This is an optimization exercise on Yosys and OpenROAD, whose aim is a short achievable clock period and few clock cycles, not a production implementation.
In this exercise RTL edits were held to simulation tests only and were not proved equivalent to the original.

==> inputs of v13 <==
==> flow/design.v <==
package rv_pkg;
    localparam int XLEN       = 32;
    localparam int REG_ADDR_W = 5;
    typedef struct packed {
        logic valid; logic [XLEN-1:0] pc; logic we;
        logic [REG_ADDR_W-1:0] rd; logic [XLEN-1:0] data;
    } wb_trace_t;
endpackage
`timescale 1ns/1ns
module rv_core #(
    parameter logic [31:0] RESET_PC = '0
) (
    input  logic              clk_i,
    input  logic              rst_i,
    output logic [31:0]       imem_addr_o,
    input  logic [31:0]       imem_data_i,
    output logic [31:0]       dmem_addr_o,
    output logic [31:0]       dmem_wdata_o,
    output logic              dmem_we_o,
    input  logic [31:0]       dmem_rdata_i,
    output rv_pkg::wb_trace_t trace_o
);
    localparam logic [6:0] OP_OP     = 7'b0110011;
    localparam logic [6:0] OP_OPIMM  = 7'b0010011;
    localparam logic [6:0] OP_LUI    = 7'b0110111;
    localparam logic [6:0] OP_BRANCH = 7'b1100011;
    localparam logic [6:0] OP_JAL    = 7'b1101111;
    localparam logic [6:0] OP_LOAD   = 7'b0000011;
    localparam logic [6:0] OP_STORE  = 7'b0100011;
    logic [31:0] pc_q;
    logic [63:0] bp_v_q;
    logic [1:0]  bp_c_q [64];
    logic        bu_v_q;
    logic [5:0]  bu_idx_q;
    logic [1:0]  bu_c_q;
    logic        d_v_q;
    logic [31:0] d_pc_q;
    logic [31:0] d_ins_q;
    logic        d_pred_q;
    logic [31:0] d_alt_q;
    logic        e_v_q;
    logic [31:0] e_pc_q;
    logic        e_we_q;
    logic [4:0]  e_rd_q;
    logic [31:0] e_a_q;
    logic [31:0] e_b_q;
    logic        e_fa_q;
    logic        e_fb_q;
    logic        e_sub_q;
    logic        e_s_add_q, e_s_and_q, e_s_or_q, e_s_xor_q;
    logic        e_s_sll_q, e_s_sr_q, e_s_slt_q, e_s_sltu_q, e_s_ld_q;
    logic        e_sra_q;
    logic        e_br_q;
    logic        e_k_q;
    logic        e_back_q;
    logic        e_bne_q;
    logic [31:0] e_alt_q;
    logic [31:0] maddr_q;
    logic        mwe_q;
    logic        w_v_q;
    logic [31:0] w_pc_q;
    logic        w_we_q;
    logic [4:0]  w_rd_q;
    logic [31:0] w_data_q;
    logic [31:0] rf_q [1:31];
    logic [31:0] f_ins;
    logic        f_jal;
    logic        f_br;
    logic [31:0] f_imm;
    logic [31:0] f_tgt;
    logic [31:0] f_pc4;
    logic [5:0]  f_idx;
    logic        f_dir;
    logic        f_pred;
    assign f_ins = imem_data_i;
    assign f_jal = (f_ins[6:0] == OP_JAL);
    assign f_br  = (f_ins[6:0] == OP_BRANCH);
    assign f_imm = f_ins[3] ? {{12{f_ins[31]}}, f_ins[19:12], f_ins[20], f_ins[30:21], 1'b0}
                            : {{20{f_ins[31]}}, f_ins[7], f_ins[30:25], f_ins[11:8], 1'b0};
    assign f_tgt  = pc_q + f_imm;
    assign f_pc4  = pc_q + 32'd4;
    assign f_idx  = pc_q[7:2];
    assign f_dir  = bp_v_q[f_idx] ? bp_c_q[f_idx][1] : f_ins[31];
    assign f_pred = f_jal || (f_br && f_dir);
    logic [6:0]  d_op;
    logic [4:0]  d_rd, d_rs1, d_rs2;
    logic [2:0]  d_f3;
    logic        d_alt7;
    logic        d_isop, d_isopimm, d_islui, d_isbr, d_isjal, d_isld, d_isst;
    logic        d_writes, d_rdnz, d_use1, d_use2;
    logic [31:0] d_immi, d_imms, d_immu, d_immb;
    logic [31:0] d_r1, d_r2;
    logic [31:0] d_a, d_b;
    logic        d_stall;
    logic        mispredict;
    assign d_op   = d_ins_q[6:0];
    assign d_rd   = d_ins_q[11:7];
    assign d_f3   = d_ins_q[14:12];
    assign d_rs1  = d_ins_q[19:15];
    assign d_rs2  = d_ins_q[24:20];
    assign d_alt7 = d_ins_q[30];
    assign d_isop    = (d_op == OP_OP);
    assign d_isopimm = (d_op == OP_OPIMM);
    assign d_islui   = (d_op == OP_LUI);
    assign d_isbr    = (d_op == OP_BRANCH);
    assign d_isjal   = (d_op == OP_JAL);
    assign d_isld    = (d_op == OP_LOAD);
    assign d_isst    = (d_op == OP_STORE);
    assign d_writes  = d_isop || d_isopimm || d_islui || d_isjal || d_isld;
    assign d_rdnz    = (d_rd != 5'd0);
    assign d_use1    = d_isop || d_isopimm || d_isbr || d_isst || d_isld;
    assign d_use2    = d_isop || d_isbr || d_isst;
    assign d_immi = {{20{d_ins_q[31]}}, d_ins_q[31:20]};
    assign d_imms = {{20{d_ins_q[31]}}, d_ins_q[31:25], d_ins_q[11:7]};
    assign d_immu = {d_ins_q[31:12], 12'b0};
    assign d_immb = {{20{d_ins_q[31]}}, d_ins_q[7], d_ins_q[30:25], d_ins_q[11:8], 1'b0};
    always_comb begin
        if (w_we_q && w_rd_q == d_rs1) d_r1 = w_data_q;
        else if (d_rs1 == 5'd0)        d_r1 = '0;
        else                           d_r1 = rf_q[d_rs1];
        if (w_we_q && w_rd_q == d_rs2) d_r2 = w_data_q;
        else if (d_rs2 == 5'd0)        d_r2 = '0;
        else                           d_r2 = rf_q[d_rs2];
    end
    assign d_a = d_isjal ? d_alt_q : (d_islui ? '0 : d_r1);
    assign d_b = (d_isopimm || d_isld) ? d_immi :
                 d_islui ? d_immu :
                 d_isjal ? '0 : d_r2;
    assign d_stall = d_v_q && (d_isld || d_isst) && e_we_q && (e_rd_q == d_rs1) &&
                     (d_rs1 != 5'd0);
    logic [31:0] x_a, x_b, x_bi;
    logic [32:0] x_sum;
    logic        x_lt, x_ltu;
    logic [31:0] x_sll, x_sr;
    logic [31:0] x_res;
    logic        x_eq;
    assign x_a  = e_fa_q ? w_data_q : e_a_q;
    assign x_b  = e_fb_q ? w_data_q : e_b_q;
    assign x_bi = x_b ^ {32{e_sub_q}};
    assign x_sum = {1'b0, x_a} + {1'b0, x_bi} + {32'd0, e_sub_q};
    assign x_ltu = !x_sum[32];
    assign x_lt  = (x_a[31] != x_b[31]) ? x_a[31] : x_sum[31];
    assign x_sll = x_a << x_b[4:0];
    assign x_sr  = 32'($signed({e_sra_q && x_a[31], x_a}) >>> x_b[4:0]);
    assign x_res = ({32{e_s_add_q}}  & x_sum[31:0]) |
                   ({32{e_s_and_q}}  & (x_a & x_b)) |
                   ({32{e_s_or_q}}   & (x_a | x_b)) |
                   ({32{e_s_xor_q}}  & (x_a ^ x_b)) |
                   ({32{e_s_sll_q}}  & x_sll) |
                   ({32{e_s_sr_q}}   & x_sr) |
                   ({31'd0, e_s_slt_q  & x_lt}) |
                   ({31'd0, e_s_sltu_q & x_ltu}) |
                   ({32{e_s_ld_q}}   & dmem_rdata_i);
    assign x_eq       = (x_a == x_b);
    assign mispredict = e_br_q && (x_eq ^ e_k_q);
    assign imem_addr_o  = pc_q;
    assign dmem_addr_o  = maddr_q;
    assign dmem_we_o    = mwe_q;
    assign dmem_wdata_o = x_b;
    assign trace_o.valid = w_v_q;
    assign trace_o.pc    = w_pc_q;
    assign trace_o.we    = w_we_q;
    assign trace_o.rd    = w_rd_q;
    assign trace_o.data  = w_data_q;
    always_ff @(posedge clk_i) begin
        if (rst_i) begin
            pc_q <= RESET_PC;
            d_v_q <= 1'b0;
        end else if (mispredict) begin
            pc_q <= e_alt_q;
            d_v_q <= 1'b0;
        end else if (!d_stall) begin
            pc_q     <= f_pred ? f_tgt : f_pc4;
            d_v_q    <= 1'b1;
            d_pc_q   <= pc_q;
            d_ins_q  <= f_ins;
            d_pred_q <= f_pred;
            d_alt_q  <= f_pred ? f_pc4 : f_tgt;
        end
    end
    always_ff @(posedge clk_i) begin
        if (rst_i) begin
            e_v_q   <= 1'b0;
            e_we_q  <= 1'b0;
            e_br_q  <= 1'b0;
            mwe_q   <= 1'b0;
            maddr_q <= '0;
        end else begin
            e_v_q  <= d_v_q && !mispredict && !d_stall;
            e_we_q <= d_v_q && !mispredict && !d_stall && d_writes;
            e_br_q <= d_v_q && !mispredict && !d_stall && d_isbr && (d_immb != 32'd4);
            mwe_q  <= d_v_q && !mispredict && !d_stall && d_isst;
            if (d_v_q && !mispredict && !d_stall && (d_isld || d_isst))
                maddr_q <= d_r1 + (d_isst ? d_imms : d_immi);
        end
    end
    always_ff @(posedge clk_i) begin
        e_pc_q     <= d_pc_q;
        e_rd_q     <= d_rd;
        e_a_q      <= d_a;
        e_b_q      <= d_b;
        e_fa_q     <= d_use1 && e_we_q && (e_rd_q == d_rs1);
        e_fb_q     <= d_use2 && e_we_q && (e_rd_q == d_rs2);
        e_sub_q    <= (d_isop && d_f3 == 3'b000 && d_alt7) || d_isbr ||
                      ((d_isop || d_isopimm) && (d_f3 == 3'b010 || d_f3 == 3'b011));
        e_s_add_q  <= d_rdnz && (d_islui || d_isjal ||
                                 ((d_isop || d_isopimm) && d_f3 == 3'b000));
        e_s_and_q  <= d_rdnz && (d_isop || d_isopimm) && d_f3 == 3'b111;
        e_s_or_q   <= d_rdnz && (d_isop || d_isopimm) && d_f3 == 3'b110;
        e_s_xor_q  <= d_rdnz && (d_isop || d_isopimm) && d_f3 == 3'b100;
        e_s_sll_q  <= d_rdnz && (d_isop || d_isopimm) && d_f3 == 3'b001;
        e_s_sr_q   <= d_rdnz && (d_isop || d_isopimm) && d_f3 == 3'b101;
        e_s_slt_q  <= d_rdnz && (d_isop || d_isopimm) && d_f3 == 3'b010;
        e_s_sltu_q <= d_rdnz && (d_isop || d_isopimm) && d_f3 == 3'b011;
        e_s_ld_q   <= d_rdnz && d_isld;
        e_sra_q    <= d_alt7;
        e_k_q      <= d_f3[0] ^ d_pred_q;
        e_back_q   <= d_ins_q[31];
        e_bne_q    <= d_f3[0];
        e_alt_q    <= d_alt_q;
    end
    always_ff @(posedge clk_i) begin
        if (rst_i) begin
            w_v_q  <= 1'b0;
            w_we_q <= 1'b0;
        end else begin
            w_v_q  <= e_v_q;
            w_we_q <= e_we_q;
        end
        w_pc_q   <= e_pc_q;
        w_rd_q   <= e_rd_q;
        w_data_q <= x_res;
    end
    always_ff @(posedge clk_i) begin
        if (w_we_q && w_rd_q != 5'd0)
            rf_q[w_rd_q] <= w_data_q;
    end
    always_ff @(posedge clk_i) begin
        logic [1:0] cur;
        if (rst_i) begin
            bu_v_q <= 1'b0;
            bp_v_q <= '0;
        end else begin
            bu_v_q <= e_br_q;
            if (bu_v_q) begin
                bp_v_q[bu_idx_q] <= 1'b1;
                bp_c_q[bu_idx_q] <= bu_c_q;
            end
        end
        bu_idx_q <= e_pc_q[7:2];
        if (bu_v_q && bu_idx_q == e_pc_q[7:2])
            cur = bu_c_q;
        else if (bp_v_q[e_pc_q[7:2]])
            cur = bp_c_q[e_pc_q[7:2]];
        else
            cur = {e_back_q, !e_back_q};
        if (x_eq ^ e_bne_q)
            bu_c_q <= (cur == 2'b11) ? cur : cur + 2'd1;
        else
            bu_c_q <= (cur == 2'b00) ? cur : cur - 2'd1;
    end
endmodule
`timescale 1ns/1ns
module rv_top (
    input  logic        clk,
    input  logic        rst,
    output logic [31:0] imem_addr,
    input  logic [31:0] imem_data,
    output logic [31:0] dmem_addr,
    output logic [31:0] dmem_wdata,
    output logic        dmem_we,
    input  logic [31:0] dmem_rdata,
    output logic        trace_valid,
    output logic [31:0] trace_pc,
    output logic        trace_we,
    output logic [4:0]  trace_rd,
    output logic [31:0] trace_data
);
    rv_pkg::wb_trace_t trace;
    rv_core #(.RESET_PC('0)) core_i (
        .clk_i(clk), .rst_i(rst), .imem_addr_o(imem_addr), .imem_data_i(imem_data),
        .dmem_addr_o(dmem_addr), .dmem_wdata_o(dmem_wdata), .dmem_we_o(dmem_we),
        .dmem_rdata_i(dmem_rdata), .trace_o(trace)
    );
    assign trace_valid = trace.valid;
    assign trace_pc    = trace.pc;
    assign trace_we    = trace.we;
    assign trace_rd    = trace.rd;
    assign trace_data  = trace.data;
endmodule
==> flow/run.sh <==
#!/bin/bash
# synth_recipe.tcl (not shown) runs the flow's synth.tcl, then flattens the netlist and writes it again
# the make line also repeats each setting of config.mk as NAME=value (left out here)
make -C /OpenROAD-flow-scripts/flow DESIGN_CONFIG=/design/flow/config.mk WORK_HOME=/design/flow/orfs CLKGATE_MAP_FILE= SYNTH_SCRIPT=/design/flow/synth_recipe.tcl finish
==> flow/config.mk <==
export PLATFORM = sky130hd
export DESIGN_NAME = rv_top
export DESIGN_NICKNAME = rv_top
export VERILOG_FILES = /design/flow/design.v
export SDC_FILE = /design/flow/constraint.sdc
export NUM_CORES = 4
export LEC_CHECK = 0
export CAP_MARGIN = 20
export CORE_MARGIN = 2
export CORE_UTILIZATION = 40
export SLEW_MARGIN = 20
==> flow/constraint.sdc <==
create_clock -name core_clock -period 7.0 [get_ports {clk}]
set_input_delay 1.4000 -clock core_clock [delete_from_list [all_inputs] [get_ports {clk}]]
set_output_delay 1.4000 -clock core_clock [all_outputs]
set_load 0.01 [all_outputs]
==> v17 (differences from v13) <==
--- a/flow/design.v
+++ b/flow/design.v
@@ -8,4 +8,31 @@
 endpackage
 `timescale 1ns/1ns
+module rv_add32 (
+    input  logic [31:0] a_i,
+    input  logic [31:0] b_i,
+    input  logic        c_i,
+    output logic [31:0] s_o,
+    output logic        c_o
+);
+    logic [31:0] g [6];
+    logic [31:0] p [6];
+    assign p[0] = a_i ^ b_i;
+    assign g[0] = (a_i & b_i) | {31'd0, p[0][0] & c_i};
+    for (genvar l = 1; l < 6; l++) begin : g_lvl
+        localparam int D = 1 << (l - 1);
+        for (genvar i = 0; i < 32; i++) begin : g_bit
+            if (i >= D) begin : g_op
+                assign g[l][i] = g[l-1][i] | (p[l-1][i] & g[l-1][i-D]);
+                assign p[l][i] = p[l-1][i] & p[l-1][i-D];
+            end else begin : g_pass
+                assign g[l][i] = g[l-1][i];
+                assign p[l][i] = p[l-1][i];
+            end
+        end
+    end
+    assign s_o = p[0] ^ {g[5][30:0], c_i};
+    assign c_o = g[5][31];
+endmodule
+`timescale 1ns/1ns
 module rv_core #(
     parameter logic [31:0] RESET_PC = '0
@@ -39,4 +66,9 @@
     logic        d_pred_q;
     logic [31:0] d_alt_q;
+    logic [31:0] d_r1_q;
+    logic [31:0] d_r2_q;
+    logic [31:0] d_nimm_q;    
+    logic        d_byp1_q;    
+    logic        d_byp2_q;
     logic        e_v_q;
     logic [31:0] e_pc_q;
@@ -45,7 +77,7 @@
     logic [31:0] e_a_q;
     logic [31:0] e_b_q;
-    logic        e_fa_q;
-    logic        e_fb_q;
     logic        e_sub_q;
+    logic [31:0] e_bn_q;      
+    logic        d_sub;
     logic        e_s_add_q, e_s_and_q, e_s_or_q, e_s_xor_q;
     logic        e_s_sll_q, e_s_sr_q, e_s_slt_q, e_s_sltu_q, e_s_ld_q;
@@ -63,4 +95,6 @@
     logic [4:0]  w_rd_q;
     logic [31:0] w_data_q;
+    logic [31:0] t_data_q;    
+    logic [31:0] st_data_q;   
     logic [31:0] rf_q [1:31];
     logic [31:0] f_ins;
@@ -78,9 +112,25 @@
     assign f_imm = f_ins[3] ? {{12{f_ins[31]}}, f_ins[19:12], f_ins[20], f_ins[30:21], 1'b0}
                             : {{20{f_ins[31]}}, f_ins[7], f_ins[30:25], f_ins[11:8], 1'b0};
-    assign f_tgt  = pc_q + f_imm;
+    rv_add32 f_tgt_add (.a_i(pc_q), .b_i(f_imm), .c_i(1'b0), .s_o(f_tgt), .c_o());
     assign f_pc4  = pc_q + 32'd4;
     assign f_idx  = pc_q[7:2];
-    assign f_dir  = bp_v_q[f_idx] ? bp_c_q[f_idx][1] : f_ins[31];
+    logic f_brz;
+    logic d_addi, d_zero;
+    assign f_brz  = d_addi && (f_ins[24:20] == 5'd0) && (f_ins[19:15] == d_ins_q[11:7]);
+    assign f_dir  = f_brz ? (d_zero ^ f_ins[12]) :
+                    bp_v_q[f_idx] ? bp_c_q[f_idx][1] : f_ins[31];
     assign f_pred = f_jal || (f_br && f_dir);
+    logic [4:0]  f_rs1, f_rs2;
+    logic [31:0] f_r1, f_r2;
+    assign f_rs1 = f_ins[19:15];
+    assign f_rs2 = f_ins[24:20];
+    always_comb begin
+        if (w_we_q && w_rd_q == f_rs1) f_r1 = w_data_q;
+        else if (f_rs1 == 5'd0)        f_r1 = '0;
+        else                           f_r1 = rf_q[f_rs1];
+        if (w_we_q && w_rd_q == f_rs2) f_r2 = w_data_q;
+        else if (f_rs2 == 5'd0)        f_r2 = '0;
+        else                           f_r2 = rf_q[f_rs2];
+    end
     logic [6:0]  d_op;
     logic [4:0]  d_rd, d_rs1, d_rs2;
@@ -115,16 +165,21 @@
     assign d_immu = {d_ins_q[31:12], 12'b0};
     assign d_immb = {{20{d_ins_q[31]}}, d_ins_q[7], d_ins_q[30:25], d_ins_q[11:8], 1'b0};
-    always_comb begin
-        if (w_we_q && w_rd_q == d_rs1) d_r1 = w_data_q;
-        else if (d_rs1 == 5'd0)        d_r1 = '0;
-        else                           d_r1 = rf_q[d_rs1];
-        if (w_we_q && w_rd_q == d_rs2) d_r2 = w_data_q;
-        else if (d_rs2 == 5'd0)        d_r2 = '0;
-        else                           d_r2 = rf_q[d_rs2];
-    end
+    assign d_r1 = d_byp1_q ? w_data_q : d_r1_q;
+    assign d_r2 = d_byp2_q ? w_data_q : d_r2_q;
+    logic d_fa, d_fb;
+    assign d_fa = d_use1 && e_we_q && (e_rd_q == d_rs1);
+    assign d_fb = d_use2 && e_we_q && (e_rd_q == d_rs2);
+    assign d_sub = (d_isop && d_f3 == 3'b000 && d_alt7) || d_isbr ||
+                   ((d_isop || d_isopimm) && (d_f3 == 3'b010 || d_f3 == 3'b011));
     assign d_a = d_isjal ? d_alt_q : (d_islui ? '0 : d_r1);
     assign d_b = (d_isopimm || d_isld) ? d_immi :
                  d_islui ? d_immu :
                  d_isjal ? '0 : d_r2;
+    assign d_zero = (d_r1_q == d_nimm_q);
+    assign d_addi = d_v_q && d_isopimm && (d_f3 == 3'b000) && d_rdnz &&
+                    !(e_we_q && (e_rd_q == d_rs1) && (d_rs1 != 5'd0));
+    logic [31:0] d_agu;
+    rv_add32 d_agu_add (.a_i(d_r1), .b_i(d_isst ? d_imms : d_immi), .c_i(1'b0),
+                        .s_o(d_agu), .c_o());
     assign d_stall = d_v_q && (d_isld || d_isst) && e_we_q && (e_rd_q == d_rs1) &&
                      (d_rs1 != 5'd0);
@@ -135,8 +190,8 @@
     logic [31:0] x_res;
     logic        x_eq;
-    assign x_a  = e_fa_q ? w_data_q : e_a_q;
-    assign x_b  = e_fb_q ? w_data_q : e_b_q;
-    assign x_bi = x_b ^ {32{e_sub_q}};
-    assign x_sum = {1'b0, x_a} + {1'b0, x_bi} + {32'd0, e_sub_q};
+    assign x_a  = e_a_q;
+    assign x_b  = e_b_q;
+    assign x_bi = e_bn_q;
+    rv_add32 x_add (.a_i(x_a), .b_i(x_bi), .c_i(e_sub_q), .s_o(x_sum[31:0]), .c_o(x_sum[32]));
     assign x_ltu = !x_sum[32];
     assign x_lt  = (x_a[31] != x_b[31]) ? x_a[31] : x_sum[31];
@@ -157,24 +212,38 @@
     assign dmem_addr_o  = maddr_q;
     assign dmem_we_o    = mwe_q;
-    assign dmem_wdata_o = x_b;
+    assign dmem_wdata_o = st_data_q;
     assign trace_o.valid = w_v_q;
     assign trace_o.pc    = w_pc_q;
     assign trace_o.we    = w_we_q;
     assign trace_o.rd    = w_rd_q;
-    assign trace_o.data  = w_data_q;
+    assign trace_o.data  = t_data_q;
     always_ff @(posedge clk_i) begin
         if (rst_i) begin
-            pc_q <= RESET_PC;
+            pc_q  <= RESET_PC;
             d_v_q <= 1'b0;
         end else if (mispredict) begin
-            pc_q <= e_alt_q;
+            pc_q  <= e_alt_q;
             d_v_q <= 1'b0;
         end else if (!d_stall) begin
-            pc_q     <= f_pred ? f_tgt : f_pc4;
-            d_v_q    <= 1'b1;
+            pc_q  <= f_pred ? f_tgt : f_pc4;
+            d_v_q <= 1'b1;
+        end
+    end
+    always_ff @(posedge clk_i) begin
+        if (!d_stall) begin
             d_pc_q   <= pc_q;
             d_ins_q  <= f_ins;
             d_pred_q <= f_pred;
             d_alt_q  <= f_pred ? f_pc4 : f_tgt;
+            d_r1_q   <= f_r1;
+            d_r2_q   <= f_r2;
+            d_nimm_q <= 32'd0 - {{20{f_ins[31]}}, f_ins[31:20]};
+            d_byp1_q <= e_we_q && (e_rd_q == f_rs1);
+            d_byp2_q <= e_we_q && (e_rd_q == f_rs2);
+        end else begin
+            d_r1_q   <= d_r1;
+            d_r2_q   <= d_r2;
+            d_byp1_q <= e_we_q && (e_rd_q == d_rs1);
+            d_byp2_q <= e_we_q && (e_rd_q == d_rs2);
         end
     end
@@ -191,6 +260,6 @@
             e_br_q <= d_v_q && !mispredict && !d_stall && d_isbr && (d_immb != 32'd4);
             mwe_q  <= d_v_q && !mispredict && !d_stall && d_isst;
-            if (d_v_q && !mispredict && !d_stall && (d_isld || d_isst))
-                maddr_q <= d_r1 + (d_isst ? d_imms : d_immi);
+            if (d_v_q && !d_stall && (d_isld || d_isst))
+                maddr_q <= d_agu;
         end
     end
@@ -198,10 +267,10 @@
         e_pc_q     <= d_pc_q;
         e_rd_q     <= d_rd;
-        e_a_q      <= d_a;
-        e_b_q      <= d_b;
-        e_fa_q     <= d_use1 && e_we_q && (e_rd_q == d_rs1);
-        e_fb_q     <= d_use2 && e_we_q && (e_rd_q == d_rs2);
-        e_sub_q    <= (d_isop && d_f3 == 3'b000 && d_alt7) || d_isbr ||
-                      ((d_isop || d_isopimm) && (d_f3 == 3'b010 || d_f3 == 3'b011));
+        e_a_q      <= d_fa ? x_res : d_a;
+        e_b_q      <= d_fb ? x_res : d_b;
+        e_bn_q     <= d_fb ? (x_res ^ {32{d_sub}}) : (d_b ^ {32{d_sub}});
+        if (d_isst && !d_stall)
+            st_data_q <= d_fb ? x_res : d_r2;
+        e_sub_q    <= d_sub;
         e_s_add_q  <= d_rdnz && (d_islui || d_isjal ||
                                  ((d_isop || d_isopimm) && d_f3 == 3'b000));
@@ -231,4 +300,6 @@
         w_rd_q   <= e_rd_q;
         w_data_q <= x_res;
+        if (e_v_q)
+            t_data_q <= x_res;
     end
     always_ff @(posedge clk_i) begin
--- a/flow/config.mk
+++ b/flow/config.mk
@@ -6,6 +6,8 @@
 export NUM_CORES = 4
 export LEC_CHECK = 0
+export ABC_CLOCK_PERIOD_IN_PS = 3000
 export CAP_MARGIN = 20
 export CORE_MARGIN = 2
 export CORE_UTILIZATION = 40
+export SETUP_SLACK_MARGIN = 3.5
 export SLEW_MARGIN = 20
==> qor.log <==
INFO  worst_setup_path worst_path_buffer_plus_inverter_count=0
INFO  clock_tree     cts_repair_resize_count=291
INFO  synthesis      synth_area_leaders=sky130_fd_sc_hd__edfxtp_1, sky130_fd_sc_hd__mux4_2, sky130_fd_sc_hd__dfxtp_1
INFO  cells_and_area layout-drive-gt1-share=0.248
INFO  clock_tree     tritoncts_num_sinks=1749
INFO  routing        wl_met3=27600um
INFO  cells_and_area final_instance_area=102000squm
INFO  die            die_y=468um
INFO  placed_design  dpl_cell_area=92300squm
INFO  synthesis      yosys_warnings=4
INFO  synthesis      post_synth_inst_count=6336
INFO  status         status=no timing/DRC/antenna violations
INFO  clock_tree     numCtsBuffers=181
INFO  grt            grt_antenna_before_repair=14
INFO  sta            worst_slew_margin_rel=0.195
INFO  grt            grt_pass1_vias=59000
INFO  cells_and_area post-route-util=0.476
(the above is from v17)
==> qor.log <==
INFO  sta            worst_slew_margin_rel=0.169
INFO  cells_and_area layout-drive-gt1-share=0.205
INFO  synthesis      yosys_warnings=1
INFO  cells_and_area post-route-util=0.460
INFO  synthesis      post_synth_inst_count=5615
INFO  clock_tree     cts_repair_resize_count=0
INFO  clock_tree     numCtsBuffers=165
INFO  grt            grt_antenna_before_repair=15
INFO  placed_design  dpl_cell_area=85100squm
INFO  cells_and_area layout.cells.largest_class=sequential cells
INFO  die            die_y=449um
INFO  clock_tree     tritoncts_num_sinks=1587
INFO  grt            grt_pass1_vias=52400
INFO  routing        wl_met1=106000um
INFO  cells_and_area final_instance_area=90700squm
INFO  routing        wl_met3=26000um
INFO  status         status=no timing/DRC/antenna violations
INFO  min_path       min_to=core_i.w_pc_q[21]
INFO  synthesis      synth_area_leaders=sky130_fd_sc_hd__edfxtp_1, sky130_fd_sc_hd__mux4_2, sky130_fd_sc_hd__dfxtp_1
INFO  worst_setup_path worst_path_buffer_plus_inverter_count=1
INFO  placed_design  dp_hpwl=175000um
(the above is from v13)
Testbench counts of v13, summed over its fixed seeds: cycles 43,277.
Testbench counts of v17, summed over its fixed seeds: cycles 41,097.

static timing again, ports no longer ideal:
How much do the figures lean on ideal ports? The routed layouts below were timed once more, with nothing changed but the port constraints. Step 1, drivers: a clkbuf_16 drives clk and a buf_2 each remaining input, both assumed. Step 2, shift: input delay + t, output delay - t, t = (earliest + latest rising clock arrival at the registers) / 2. This alone moves slack from input paths to output paths. Slacks: no drivers / after step 1 / after step 2; pairs: no drivers / after step 1.
run | t (ns) | slack for setup (ns) | latest minus earliest clock arrival (ns) | worst data-port slew with drivers (ns) | pins driven straight from the clock port
v13 | 0.901 | 0.918 / 0.918 / 0.918 | 0.043 / 0.043 | 0.10 | 1
v17 | 0.917 | 3.230 / 3.231 / 2.406 | 0.051 / 0.051 | 0.21 | 1
After both steps every run listed still meets setup and hold. The setup slack of v17, which loses most, moves by +0.001 ns with the drivers and by -0.824 ns with both steps.
